Background: an optimization exercise with open tools, aiming at small area. Do not read the settings as production practice. In this exercise RTL edits were held to simulation tests only and were not proved equivalent to the original. No activity file was given, so power comes from the tool's default toggle rates.

`flow/design.v`:
```
package isaPkg;
  typedef enum logic [3:0] {
    RTYPE  = 4'b0000,   
    ANDI   = 4'b0001,
    ORI    = 4'b0010,
    XORI   = 4'b0011,
    SCOND  = 4'b0100,   
    ADDI   = 4'b0101,
    JRA    = 4'b0110,   
    LOAD   = 4'b0111,
    RTYPE2 = 4'b1000,   
    SUBI   = 4'b1001,
    STR    = 4'b1010,
    CMPI   = 4'b1011,
    BCOND  = 4'b1100,
    J      = 4'b1101,
    MULTI  = 4'b1110,
    JAL    = 4'b1111
  } opCodeE;
  typedef enum logic [3:0] {
    AND  = 4'b0001,
    OR   = 4'b0010,
    XOR  = 4'b0011,
    NOT  = 4'b0100,
    ADD  = 4'b0101,
    ADDU = 4'b0110,   
    SUB  = 4'b1001,
    CMP  = 4'b1011,
    MULT = 4'b1110
  } functCodeE;
  parameter functCodeE LSH  = functCodeE'(4'b0100);   
  parameter functCodeE LSHI = functCodeE'(4'b0000);   
  parameter functCodeE ASH  = functCodeE'(4'b0110);
  parameter functCodeE ASHI = functCodeE'(4'b0011);   
  typedef enum logic [3:0] {
    EQ = 4'd0, NE = 4'd1, CS = 4'd2, CC = 4'd3, HI = 4'd4,
    LS = 4'd5, GT = 4'd6, LE = 4'd7, FS = 4'd8, FC = 4'd9,
    UC = 4'd14   
  } condCodeE;
  typedef struct packed {
    opCodeE     opCode;
    logic [3:0] rDest;   
    functCodeE  funct;
    logic [3:0] rSrc;
  } rFormT;
  typedef struct packed {
    opCodeE     opCode;
    logic [3:0] rDest;
    logic [7:0] imm;     
  } iFormT;
  typedef union packed {
    rFormT rView;
    iFormT iView;
  } instrWord;
endpackage
package ctrlPkg;
  typedef enum logic [2:0] {
    ALU_ADD  = 3'b000,
    ALU_SUB  = 3'b001,
    ALU_OR   = 3'b010,
    ALU_AND  = 3'b011,
    ALU_XOR  = 3'b100,
    ALU_NOT  = 3'b101,
    ALU_MULT = 3'b110,
    ALU_CMP  = 3'b111
  } aluOpE;
  typedef struct packed {
    logic  branch;       
    logic  jump;         
    logic  jumpRa;       
    logic  cfWrite;      
    logic  lznWrite;     
    logic  wbPsr;        
    logic  rtSrcReg;     
    logic  wbSrc;        
    logic  memSrc;       
    logic  shiftSrc;     
    logic  aluSrcB;      
    logic  regWriteEn;
    logic  raWrite;      
    logic  shiftType;    
    logic  memWrite;
    logic  enRam;        
    aluOpE aluOp;
  } ctrlSignals;
  typedef struct packed {
    logic c;   
    logic l;   
    logic f;   
    logic z;
    logic n;   
  } psrFlags;
endpackage
`timescale 1ns/10ps
import isaPkg::*;
import ctrlPkg::*;
module logicController (
  input  logic                clk,
  input  logic                reset,
  input  isaPkg::opCodeE      opCode,
  input  isaPkg::functCodeE   functionCode,
  output ctrlPkg::ctrlSignals ctrl,
  output logic                pcEn
);
  typedef enum logic {EX, MEM} stateE;
  stateE      state;       
  stateE      nextState;
  logic       memOp;       
  ctrlPkg::ctrlSignals dec;         
  assign memOp = (opCode == LOAD) || (opCode == STR);
  always_ff @(posedge clk)
  begin
    if (reset)
      state <= EX;
    else
      state <= nextState;
  end
  always_comb
  begin
    nextState = EX;
    if ((state == EX) && memOp)
      nextState = MEM;   
  end
  assign pcEn = !reset && ((state == MEM) || !memOp);
  always_comb
  begin
    dec = '0;
    case (opCode)
      ADDI:
      begin
        dec            = '0;   
        dec.wbSrc      = 1'b1;   
        dec.memSrc     = 1'b1;   
        dec.regWriteEn = 1'b1;
        dec.aluSrcB    = 1'b0;
        dec.aluOp      = ALU_ADD;
        dec.cfWrite = 1'b1;
      end
      SUBI:
      begin
        dec            = '0;   
        dec.wbSrc      = 1'b1;   
        dec.memSrc     = 1'b1;   
        dec.regWriteEn = 1'b1;
        dec.aluSrcB    = 1'b0;
        dec.aluOp      = ALU_SUB;
        dec.cfWrite = 1'b1;
      end
      MULTI:
      begin
        dec            = '0;   
        dec.wbSrc      = 1'b1;   
        dec.memSrc     = 1'b1;   
        dec.regWriteEn = 1'b1;
        dec.aluSrcB    = 1'b0;
        dec.aluOp      = ALU_MULT;
      end
      CMPI:
      begin
        dec            = '0;   
        dec.wbSrc      = 1'b1;   
        dec.memSrc     = 1'b1;   
        dec.regWriteEn = 1'b1;
        dec.aluSrcB    = 1'b0;
        dec.aluOp      = ALU_CMP;
        dec.regWriteEn = 1'b0;   
        dec.lznWrite   = 1'b1;
      end
      ANDI:
      begin
        dec            = '0;   
        dec.wbSrc      = 1'b1;   
        dec.memSrc     = 1'b1;   
        dec.regWriteEn = 1'b1;
        dec.aluSrcB    = 1'b0;
        dec.aluOp      = ALU_AND;
      end
      ORI:
      begin
        dec            = '0;   
        dec.wbSrc      = 1'b1;   
        dec.memSrc     = 1'b1;   
        dec.regWriteEn = 1'b1;
        dec.aluSrcB    = 1'b0;
        dec.aluOp      = ALU_OR;
      end
      XORI:
      begin
        dec            = '0;   
        dec.wbSrc      = 1'b1;   
        dec.memSrc     = 1'b1;   
        dec.regWriteEn = 1'b1;
        dec.aluSrcB    = 1'b0;
        dec.aluOp      = ALU_XOR;
      end
      BCOND: dec.branch = 1'b1;
      J:     dec.jump = 1'b1;
      JAL:
      begin
        dec.jump       = 1'b1;
        dec.raWrite    = 1'b1;   
        dec.regWriteEn = 1'b1;
      end
      JRA:   dec.jumpRa = 1'b1;
      RTYPE:
      begin
        case (functionCode)
          ADDU:
          begin
            dec            = '0;   
            dec.wbSrc      = 1'b1;   
            dec.memSrc     = 1'b1;   
            dec.regWriteEn = 1'b1;
            dec.aluSrcB    = 1'b1;
            dec.aluOp      = ALU_ADD;
          end
          MULT:
          begin
            dec            = '0;   
            dec.wbSrc      = 1'b1;   
            dec.memSrc     = 1'b1;   
            dec.regWriteEn = 1'b1;
            dec.aluSrcB    = 1'b1;
            dec.aluOp      = ALU_MULT;
          end
          AND:
          begin
            dec            = '0;   
            dec.wbSrc      = 1'b1;   
            dec.memSrc     = 1'b1;   
            dec.regWriteEn = 1'b1;
            dec.aluSrcB    = 1'b1;
            dec.aluOp      = ALU_AND;
          end
          OR:
          begin
            dec            = '0;   
            dec.wbSrc      = 1'b1;   
            dec.memSrc     = 1'b1;   
            dec.regWriteEn = 1'b1;
            dec.aluSrcB    = 1'b1;
            dec.aluOp      = ALU_OR;
          end
          XOR:
          begin
            dec            = '0;   
            dec.wbSrc      = 1'b1;   
            dec.memSrc     = 1'b1;   
            dec.regWriteEn = 1'b1;
            dec.aluSrcB    = 1'b1;
            dec.aluOp      = ALU_XOR;
          end
          NOT:
          begin
            dec            = '0;   
            dec.wbSrc      = 1'b1;   
            dec.memSrc     = 1'b1;   
            dec.regWriteEn = 1'b1;
            dec.aluSrcB    = 1'b1;
            dec.aluOp      = ALU_NOT;
          end
          SUB:
          begin
            dec            = '0;   
            dec.wbSrc      = 1'b1;   
            dec.memSrc     = 1'b1;   
            dec.regWriteEn = 1'b1;
            dec.aluSrcB    = 1'b1;
            dec.aluOp      = ALU_SUB;
            dec.cfWrite = 1'b1;
          end
          CMP:
          begin
            dec            = '0;   
            dec.wbSrc      = 1'b1;   
            dec.memSrc     = 1'b1;   
            dec.regWriteEn = 1'b1;
            dec.aluSrcB    = 1'b1;
            dec.aluOp      = ALU_CMP;
            dec.regWriteEn = 1'b0;
            dec.lznWrite   = 1'b1;
          end
          default:   
          begin
            dec            = '0;   
            dec.wbSrc      = 1'b1;   
            dec.memSrc     = 1'b1;   
            dec.regWriteEn = 1'b1;
            dec.aluSrcB    = 1'b1;
            dec.aluOp      = ALU_ADD;
            dec.cfWrite = 1'b1;
          end
        endcase
      end
      RTYPE2:
      begin
        dec.wbSrc      = 1'b1;   
        dec.regWriteEn = 1'b1;
        casez (functionCode)
          LSH:     dec.shiftSrc = 1'b1;
          ASH:
          begin
            dec.shiftSrc  = 1'b1;
            dec.shiftType = 1'b1;
          end
          4'b000?: dec.shiftSrc = 1'b0;    
          4'b001?: dec.shiftType = 1'b1;   
          default: dec.shiftSrc = 1'b1;
        endcase
      end
      LOAD:
      begin
        dec.enRam      = 1'b1;
        dec.regWriteEn = 1'b1;   
      end
      STR:
      begin
        dec.enRam    = 1'b1;
        dec.memWrite = 1'b1;
        dec.rtSrcReg = 1'b1;     
      end
      SCOND:
      begin
        dec.regWriteEn = 1'b1;
        dec.wbPsr      = 1'b1;
      end
      default:
      begin
        dec.wbSrc  = 1'b1;
        dec.memSrc = 1'b1;
      end
    endcase
  end
  always_comb
  begin
    ctrl            = dec;
    ctrl.memWrite   = dec.memWrite && pcEn && (state == MEM);   
    ctrl.regWriteEn = dec.regWriteEn && pcEn;                   
    ctrl.enRam      = dec.enRam && !reset;
  end
endmodule
`timescale 1ns/10ps
module regFile (
  input  logic                          clk,
  input  logic                          reset,
  input  logic [$clog2(16)-1:0] rdAddrA,
  input  logic [$clog2(16)-1:0] rdAddrB,
  input  logic [$clog2(16)-1:0] wrAddr,
  input  logic                          wrEn,
  input  logic [16-1:0]        wrData,
  output logic [16-1:0]        rdA,
  output logic [16-1:0]        rdB
);
  logic [16-1:0] regs [16];
  assign rdA = regs[rdAddrA];   
  assign rdB = regs[rdAddrB];
  always_ff @(posedge clk)
  begin
    if (reset)
    begin
      for (int i = 0; i < 16; i++)
        regs[i] <= '0;
    end
    else if (wrEn)
      regs[wrAddr] <= wrData;
  end
endmodule
`timescale 1ns/10ps
import ctrlPkg::*;
module aluUnit (
  input  logic [16-1:0] opA,        
  input  logic [16-1:0] opB,        
  input  ctrlPkg::aluOpE         aluOp,
  output logic [16-1:0] result,
  output ctrlPkg::psrFlags       aluFlags
);
  localparam int msb = 16 - 1;
  logic [16:0] sum;    
  logic [16:0] diff;   
  assign sum  = {1'b0, opA} + {1'b0, opB};
  assign diff = {1'b0, opA} - {1'b0, opB};
  always_comb
  begin
    case (aluOp)
      ALU_ADD:  result = sum[msb:0];
      ALU_SUB:  result = diff[msb:0];
      ALU_OR:   result = opA | opB;
      ALU_AND:  result = opA & opB;
      ALU_XOR:  result = opA ^ opB;
      ALU_NOT:  result = ~opB;
      ALU_MULT: result = opA * opB;   
      default:  result = diff[msb:0];   
    endcase
  end
  always_comb
  begin
    if (aluOp == ALU_SUB)
    begin
      aluFlags.c = diff[16];   
      aluFlags.f = (opA[msb] != opB[msb]) && (diff[msb] != opA[msb]);
    end
    else
    begin
      aluFlags.c = sum[16];
      aluFlags.f = (opA[msb] == opB[msb]) && (sum[msb] != opA[msb]);
    end
    aluFlags.z = (opA == opB);                     
    aluFlags.l = (opB > opA);                      
    aluFlags.n = ($signed(opB) > $signed(opA));    
  end
endmodule
`timescale 1ns/10ps
module shiftUnit (
  input  logic [16-1:0] src,      
  input  logic signed [4:0]      amount,   
  input  logic                   arith,    
  output logic [16-1:0] result
);
  logic [4:0] mag;   
  assign mag = -amount;
  always_comb
  begin
    if (!amount[4])
      result = src << amount[3:0];
    else if (arith)
      result = $signed(src) >>> mag;
    else
      result = src >> mag;   
  end
endmodule
`timescale 1ns/10ps
import isaPkg::*;
import ctrlPkg::*;
module psrUnit (
  input  logic             clk,
  input  logic             reset,
  input  ctrlPkg::psrFlags aluFlags,
  input  logic             cfWrite,
  input  logic             lznWrite,
  input  isaPkg::condCodeE cond,       
  output logic             condTrue
);
  ctrlPkg::psrFlags flags;   
  always_ff @(posedge clk)
  begin
    if (reset)
      flags <= '0;
    else
    begin
      if (cfWrite)
      begin
        flags.c <= aluFlags.c;
        flags.f <= aluFlags.f;
      end
      if (lznWrite)
      begin
        flags.l <= aluFlags.l;
        flags.z <= aluFlags.z;
        flags.n <= aluFlags.n;
      end
    end
  end
  always_comb
  begin
    case (cond)
      EQ:      condTrue = flags.z;
      NE:      condTrue = !flags.z;
      CS:      condTrue = flags.c;
      CC:      condTrue = !flags.c;
      HI:      condTrue = flags.l;
      LS:      condTrue = !flags.l;
      GT:      condTrue = flags.n;
      LE:      condTrue = !flags.n;
      FS:      condTrue = flags.f;
      FC:      condTrue = !flags.f;
      UC:      condTrue = 1'b1;
      default: condTrue = 1'b0;   
    endcase
  end
endmodule
`timescale 1ns/10ps
module pcUnit (
  input  logic                 clk,
  input  logic                 reset,
  input  logic                 pcEn,         
  input  logic                 branch,
  input  logic                 jump,
  input  logic                 jumpRa,
  input  logic                 condTrue,
  input  logic [16-1:0] disp,         
  input  logic [16-1:0] jumpTarget,   
  input  logic [16-1:0] linkTarget,   
  output logic [16-1:0] pc
);
  logic [16-1:0] pcNext;
  always_comb
  begin
    if (branch && condTrue)
      pcNext = pc + disp;   
    else if (jump)
      pcNext = jumpTarget;
    else if (jumpRa)
      pcNext = linkTarget;
    else
      pcNext = pc + 1'b1;
  end
  always_ff @(posedge clk)
  begin
    if (reset)
      pc <= '0;
    else if (pcEn)
      pc <= pcNext;   
  end
endmodule
`timescale 1ns/10ps
module resultSelect (
  input  logic [16-1:0]        aluResult,
  input  logic [16-1:0]        shiftResult,
  input  logic [16-1:0]        memRdata,
  input  logic [16-1:0]        pcLink,      
  input  logic                          condTrue,
  input  ctrlPkg::ctrlSignals           ctrl,
  input  logic [$clog2(16)-1:0] rDest,
  output logic [16-1:0]        wbData,
  output logic [$clog2(16)-1:0] wbAddr
);
  localparam int addrBits = $clog2(16);
  localparam logic [addrBits-1:0] linkAddr = addrBits'(15);
  logic [16-1:0] exResult;   
  assign exResult = ctrl.memSrc ? aluResult : shiftResult;
  always_comb
  begin
    if (ctrl.wbPsr)
      wbData = {{(16-1){1'b0}}, condTrue};   
    else if (ctrl.raWrite)
      wbData = pcLink;
    else if (ctrl.wbSrc)
      wbData = exResult;
    else
      wbData = memRdata;   
  end
  assign wbAddr = ctrl.raWrite ? linkAddr : rDest;
endmodule
`timescale 1ns/10ps
import isaPkg::*;
import ctrlPkg::*;
module cpuTop (
  input  logic                   clk,
  input  logic                   reset,
  input  logic [15:0]            instr,     
  input  logic [16-1:0] memRdata,
  output logic [16-1:0]   pc,
  output logic [16-1:0] memAddr,
  output logic [16-1:0] memWdata,
  output logic                   memWrite,
  output logic                   memEn
);
  isaPkg::instrWord iw;   
  assign iw = instr;
  localparam int addrBits = $clog2(16);
  localparam logic [addrBits-1:0] linkAddr = addrBits'(15);
  ctrlPkg::ctrlSignals             ctrl;
  logic                   pcEn;
  ctrlPkg::psrFlags                aluFlags;
  logic                   condTrue;
  logic [addrBits-1:0]    rdAddrA;
  logic [addrBits-1:0]    wbAddr;
  logic [16-1:0] rdA;
  logic [16-1:0] rdB;
  logic [16-1:0] immExt;
  logic [16-1:0] aluOpB;
  logic [16-1:0] aluResult;
  logic [16-1:0] shiftResult;
  logic [16-1:0] pcLink;
  logic [16-1:0] wbData;
  logic [4:0]             shiftAmt;
  logic [16-1:0]   disp;
  assign rdAddrA  = ctrl.jumpRa ? linkAddr : iw.rView.rDest;   
  assign immExt   = {{(16-8){iw.iView.imm[7]}}, iw.iView.imm};
  assign disp     = {{(16-8){iw.iView.imm[7]}}, iw.iView.imm};
  assign aluOpB   = ctrl.aluSrcB ? rdB : immExt;
  assign shiftAmt = ctrl.shiftSrc ? rdB[4:0] : iw.iView.imm[4:0];   
  assign pcLink   = 16'(pc + 1'b1);
  assign memAddr  = rdB;                            
  assign memWdata = ctrl.rtSrcReg ? rdA : rdB;      
  assign memWrite = ctrl.memWrite;
  assign memEn    = ctrl.enRam;
  logicController u_ctrl (
    .clk(clk), .reset(reset),
    .opCode(iw.rView.opCode), .functionCode(iw.rView.funct),
    .ctrl(ctrl), .pcEn(pcEn)
  );
  regFile u_regs (
    .clk(clk), .reset(reset),
    .rdAddrA(rdAddrA), .rdAddrB(iw.rView.rSrc),
    .wrAddr(wbAddr), .wrEn(ctrl.regWriteEn), .wrData(wbData),
    .rdA(rdA), .rdB(rdB)
  );
  aluUnit u_alu (
    .opA(rdA), .opB(aluOpB), .aluOp(ctrl.aluOp),
    .result(aluResult), .aluFlags(aluFlags)
  );
  shiftUnit u_shift (
    .src(rdA), .amount(shiftAmt), .arith(ctrl.shiftType), .result(shiftResult)
  );
  psrUnit u_psr (
    .clk(clk), .reset(reset), .aluFlags(aluFlags),
    .cfWrite(ctrl.cfWrite), .lznWrite(ctrl.lznWrite),
    .cond(isaPkg::condCodeE'(iw.rView.rDest)), .condTrue(condTrue)
  );
  pcUnit u_pc (
    .clk(clk), .reset(reset), .pcEn(pcEn),
    .branch(ctrl.branch), .jump(ctrl.jump), .jumpRa(ctrl.jumpRa), .condTrue(condTrue),
    .disp(disp), .jumpTarget(16'(rdB)), .linkTarget(16'(rdA)),
    .pc(pc)
  );
  resultSelect u_wb (
    .aluResult(aluResult), .shiftResult(shiftResult), .memRdata(memRdata),
    .pcLink(pcLink), .condTrue(condTrue), .ctrl(ctrl), .rDest(iw.rView.rDest),
    .wbData(wbData), .wbAddr(wbAddr)
  );
endmodule
```
`flow/run.sh`:
```
#!/bin/bash
# synth_recipe.tcl (not shown) runs the flow's synth.tcl, then flattens the netlist and writes it again
# the make line also repeats each setting of config.mk as NAME=value (left out here)
make -C /OpenROAD-flow-scripts/flow DESIGN_CONFIG=/design/flow/config.mk WORK_HOME=/design/flow/orfs CLKGATE_MAP_FILE= SYNTH_SCRIPT=/design/flow/synth_recipe.tcl finish
```
`flow/config.mk`:
```
export PLATFORM = sky130hd
export DESIGN_NAME = cpuTop
export DESIGN_NICKNAME = cpuTop
export VERILOG_FILES = /design/flow/design.v
export SDC_FILE = /design/flow/constraint.sdc
export NUM_CORES = 4
export LEC_CHECK = 0
export CAP_MARGIN = 20
export CORE_MARGIN = 2
export CORE_UTILIZATION = 40
export SLEW_MARGIN = 20
```
`flow/constraint.sdc`:
```
create_clock -name core_clock -period 11.0 [get_ports {clk}]
set_input_delay 2.2000 -clock core_clock [delete_from_list [all_inputs] [get_ports {clk}]]
set_output_delay 2.2000 -clock core_clock [all_outputs]
set_load 0.01 [all_outputs]
```
==> impl_metrics.env <==
export IMPL_cp_slowest_cell="sky130_fd_sc_hd__a311oi_2"
export IMPL_global_route_overflow_total=0
export IMPL_remaining_drc_errors=0
export IMPL_report_final_hold_viol_count=0
export IMPL_drtAntennaViolNets=0
export IMPL_design_portCount=84
export IMPL_max_freq_ghz=0.0982
export IMPL_synth_seq_area_share_pct=31.4
export IMPL_hold_class="flop to flop"
export IMPL_min_from="u_psr.flags[1]$_SDFFE_PP0P_"
export IMPL_die_height_um=258
export IMPL_hold_path_end="u_psr.flags[1]$_SDFFE_PP0P_"
export IMPL_postCtsHoldBufs=0
export IMPL_min_period_over_period_pct=92.6
export IMPL_netlist_top_cells_area="sky130_fd_sc_hd__edfxtp_1, sky130_fd_sc_hd__ha_1, sky130_fd_sc_hd__fa_1"
export IMPL_rr_endpoint="u_regs.regs[3][14]$_SDFFCE_PN0P_"
export IMPL_fp_dieArea_um2=66800
export IMPL_clock_sink_count=278
export IMPL_switching_power_w=0.00260
export IMPL_setup_tns_ns=0
export IMPL_ctsHtreeMaxLevel=1
export IMPL_number_of_cts_inserted_buffers=30
export IMPL_critPathLaunchType="input pin"
export IMPL_final_max_slew_violation_count=0
export IMPL_cellLeakagePower_nw=11.7
export IMPL_period_minus_slack_ns=10.18
export IMPL_synthArstFlopShare_pct=0
export IMPL_synthesis_instances=2752
export IMPL_path_class="input pin to flop"
export IMPL_final_layout_size_suffix_gt1_share_pct=14.6
export IMPL_post_drt_wl_per_cell_um=29.9
export IMPL_synth_cells_most_frequent="sky130_fd_sc_hd__nor2_1, sky130_fd_sc_hd__edfxtp_1, sky130_fd_sc_hd__nand2_1, sky130_fd_sc_hd__inv_1, sky130_fd_sc_hd__o21ai_0"
export IMPL_crit_arrival_ns=10.53
export IMPL_drt_vias_per_instance=6.46
export IMPL_worst_hold_check_slack_ns=0.506
export IMPL_worst_slack_ns=0.819
export IMPL_syn_cell_area_um2=25900
export IMPL_slew_limit_headroom_pct=26.3
export IMPL_route_final_wire_length_um=112000
export IMPL_drtPass1Iterations=6
export IMPL_internal_power_w=0.00321
export IMPL_worstSkewPairLatency_ns=0.62
export IMPL_yosysMostFrequentCell="sky130_fd_sc_hd__nor2_1"
export IMPL_yosysWarningCount=7
export IMPL_unrepaired_setup_endpoints_after_global_routing="no"
export IMPL_num_rows=93
export IMPL_grt_pass1_wl_um=163000
export IMPL_grt_usage_pct=32.8
export IMPL_synth_top_cell_area_share_pct=29.7
export IMPL_clockRootBuffer="sky130_fd_sc_hd__clkbuf_16"
export IMPL_netSwitchingFraction_pct=44.8
export IMPL_initial_utilization_pct=40.3
export IMPL_max_cap_violations=0
export IMPL_via_count_of_the_first_global_routing_pass=23600
export IMPL_die_width_um=258
export IMPL_ys_flop_type="sky130_fd_sc_hd__edfxtp_1"
export IMPL_worst_slew_pin_transition_ns=1.10
export IMPL_worst_r2r_startpoint="u_regs.regs[15][5]$_SDFFCE_PN0P_"
export IMPL_maximum_clock_skew_at_final_layout_ns=0.0600
export IMPL_hold_depth=2
export IMPL_power_per_cell_area_nw_per_um2=198
export IMPL_synth_edf_count=256
export IMPL_cts_resized=0
export IMPL_layout_area_overhead_vs_synth_pct=13.2
export IMPL_most_area_hungry_cell_type_in_the_yosys_netlist="sky130_fd_sc_hd__edfxtp_1"
export IMPL_cts_tree="yes"
export IMPL_antennaDiodeCount=0
export IMPL_kind_of_end_point_of_the_critical_path="flop"
export IMPL_pre_cts_slack_ns=0.396
export IMPL_total_of_buffers_placed_on_input_and_output_ports=83
export IMPL_core_area_um2=64200
export IMPL_antenna_violations_before_repair=2
export IMPL_clock_tree_buffer_depth=3
export IMPL_post_dp_hpwl_um=83000
export IMPL_synth_seq_cells=278
export IMPL_clkSlewWorstSetupHoldPaths_ns=0.06
export IMPL_crit_path_max_incr_delay_ns=0.95
export IMPL_pwr_share_clk_pct=17.1
export IMPL_vias=24200
export IMPL_seqPwrFrac_pct=21.5
export IMPL_average_cell_area_after_synthesis_um2=9.40
export IMPL_pin_count_of_the_biggest_net_entering_global_routing=63
export IMPL_postCtsSetupRepairBufs=0
export IMPL_share_comb_of_total_power_pct=61.4
export IMPL_max_vdd_ir_drop_mv=0.301
export IMPL_crit_required_ns=11.35
export IMPL_synth_cell_type_count=113
export IMPL_postSynthNetCount=3004
export IMPL_worstPathMaxFanout=28
export IMPL_nets=3116
export IMPL_gp_congestion=1.04
export IMPL_worst_r2r_cell_count=28
export IMPL_run_status="complete, no violations"
export IMPL_count_of_endpoints_failing_setup_in_the_final_report=0
export IMPL_drt_first_iter_violations=3606
export IMPL_rrSetupSlack_ns=2.53
## critical path: cells and delay by family
| kind | cells | cell delay, ns |
|---|---|---|
| AO/OA/AOI/OAI | 8 | 2.65 |
| XOR/XNOR | 1 | 0.16 |
| adder cells (fa/ha/maj) | 8 | 3.16 |
| buffers and inverters | 10 | 1.82 |
| AND/OR/NAND/NOR | 4 | 0.47 |
## metrics by stage
| step | std cells | utilization, % | power (W) | cell area (um2) |
|---|---|---|---|---|
| after floorplan | 2752 | - | 0.00342 | 25900 |
| after global placement | 3687 | 44.2 | 0.00468 | 28400 |
| after detailed placement | 3687 | 44.2 | 0.00474 | 28400 |
| after CTS | 3743 | 45.6 | 0.00573 | 29300 |
| after global routing | 3743 | 45.6 | 0.00611 | 29300 |
| final | 3743 | 45.6 | 0.00581 | 29300 |
## cell families after synthesis
group | Yosys count | share of synthesized area (%)
buffers and inverters | 390 | 7.21
and+or+nand+nor | 926 | 15.7
xor gates and xnor gates | 88 | 3.30
muxes | 193 | 11.9
AOI/OAI and AO/OA | 659 | 17.5
DFF | 278 | 31.4
adders and majority gates | 218 | 12.9
## routing by layer
metal | track usage (%) | part of all wire, % | vias up
li1 | - | - | 10200
met1 | 45.2 | 40 | 12000
met2 | 51.0 | 44 | 1694
met3 | 5.78 | 11 | 294
met4 | 13.9 | 5.0 | 4
met5 | 0 | 0.020 | -
## power groups by stage
stage	Sequential, W	Combinational, W	Clock, W
after floorplan	0.00125	0.00217	0
after global placement	0.00126	0.00341	0
after detailed placement	0.00127	0.00347	0
after CTS	0.00124	0.00350	0.000986
after global routing	0.00125	0.00382	0.00104
final	0.00125	0.00357	0.000992
## worst max-delay path by stage
stage | start | endpoint | slack, ns | cells after the start
after detailed placement | instr[15] | u_regs.regs[0][14]$_SDFFCE_PN0P_ | 0.40 | 29
final | instr[14] | u_regs.regs[3][14]$_SDFFCE_PN0P_ | 0.82 | 31
after global placement | instr[13] | u_regs.regs[6][14]$_SDFFCE_PN0P_ | 0.54 | 29
after global routing | instr[14] | u_regs.regs[2][14]$_SDFFCE_PN0P_ | 0.55 | 31
after floorplan | instr[0] | u_regs.regs[14][15]$_SDFFCE_PN0P_ | 1.20 | 31
after CTS | instr[15] | u_regs.regs[14][15]$_SDFFCE_PN0P_ | 0.96 | 31
## layout make-up
type                            instances  area [um2]
Clock inverter                         13        87.6
Clock buffer                           43         852
Sequential cell                       278        8130
Multi-Input combinational cell       2084       16000
Inverter                              197         744
Fill cell                            6185       34900
Timing Repair Buffer                  273        2420
Tap cell                              855        1070
## cell usage in the layout (no fill, tap or decap), types with 59 or more instances in the layout
master	instances
sky130_fd_sc_hd__edfxtp_1	256
sky130_fd_sc_hd__nor2_1	429
sky130_fd_sc_hd__ha_1	135
sky130_fd_sc_hd__clkdlybuf4s50_1	78
sky130_fd_sc_hd__a21oi_1	143
sky130_fd_sc_hd__mux2i_1	65
sky130_fd_sc_hd__buf_4	177
sky130_fd_sc_hd__nand3_1	83
sky130_fd_sc_hd__o21ai_0	155
sky130_fd_sc_hd__mux4_2	61
sky130_fd_sc_hd__xnor2_1	59
sky130_fd_sc_hd__inv_1	185
sky130_fd_sc_hd__nand2_1	232
sky130_fd_sc_hd__fa_1	83
## flip-flops by register name, indices dropped and copies added, names as in the netlist
register and flops:
u_regs.regs 256, u_ctrl.state 1, u_pc.pc 16, u_psr.flags 5

-- re-timing with driven ports --
Ports are ideal in the flow. The routed layout listed here was re-timed in OpenROAD.
Step 1 assumes that a clkbuf_16 drives the clock port and a buf_2 every other input.
Step 2 adds t to the input delays and takes it off the output delays; t is the mean of the earliest and latest rising clock arrival at the registers after step 1. Input paths then give back, and output paths get back, about the clock's delay inside the block.
a / b / c = no drivers / after step 1 / after step 2; a / b = the first two.
t (ns): 0.655
setup WS [ns]: 0.819 / 0.854 / 0.199
worst register clock-pin slew, ns: 0.07 / 0.07
After both steps setup and hold are still met in this run. The setup slack of this run moves by +0.035 ns with the drivers and by -0.620 ns with both steps.
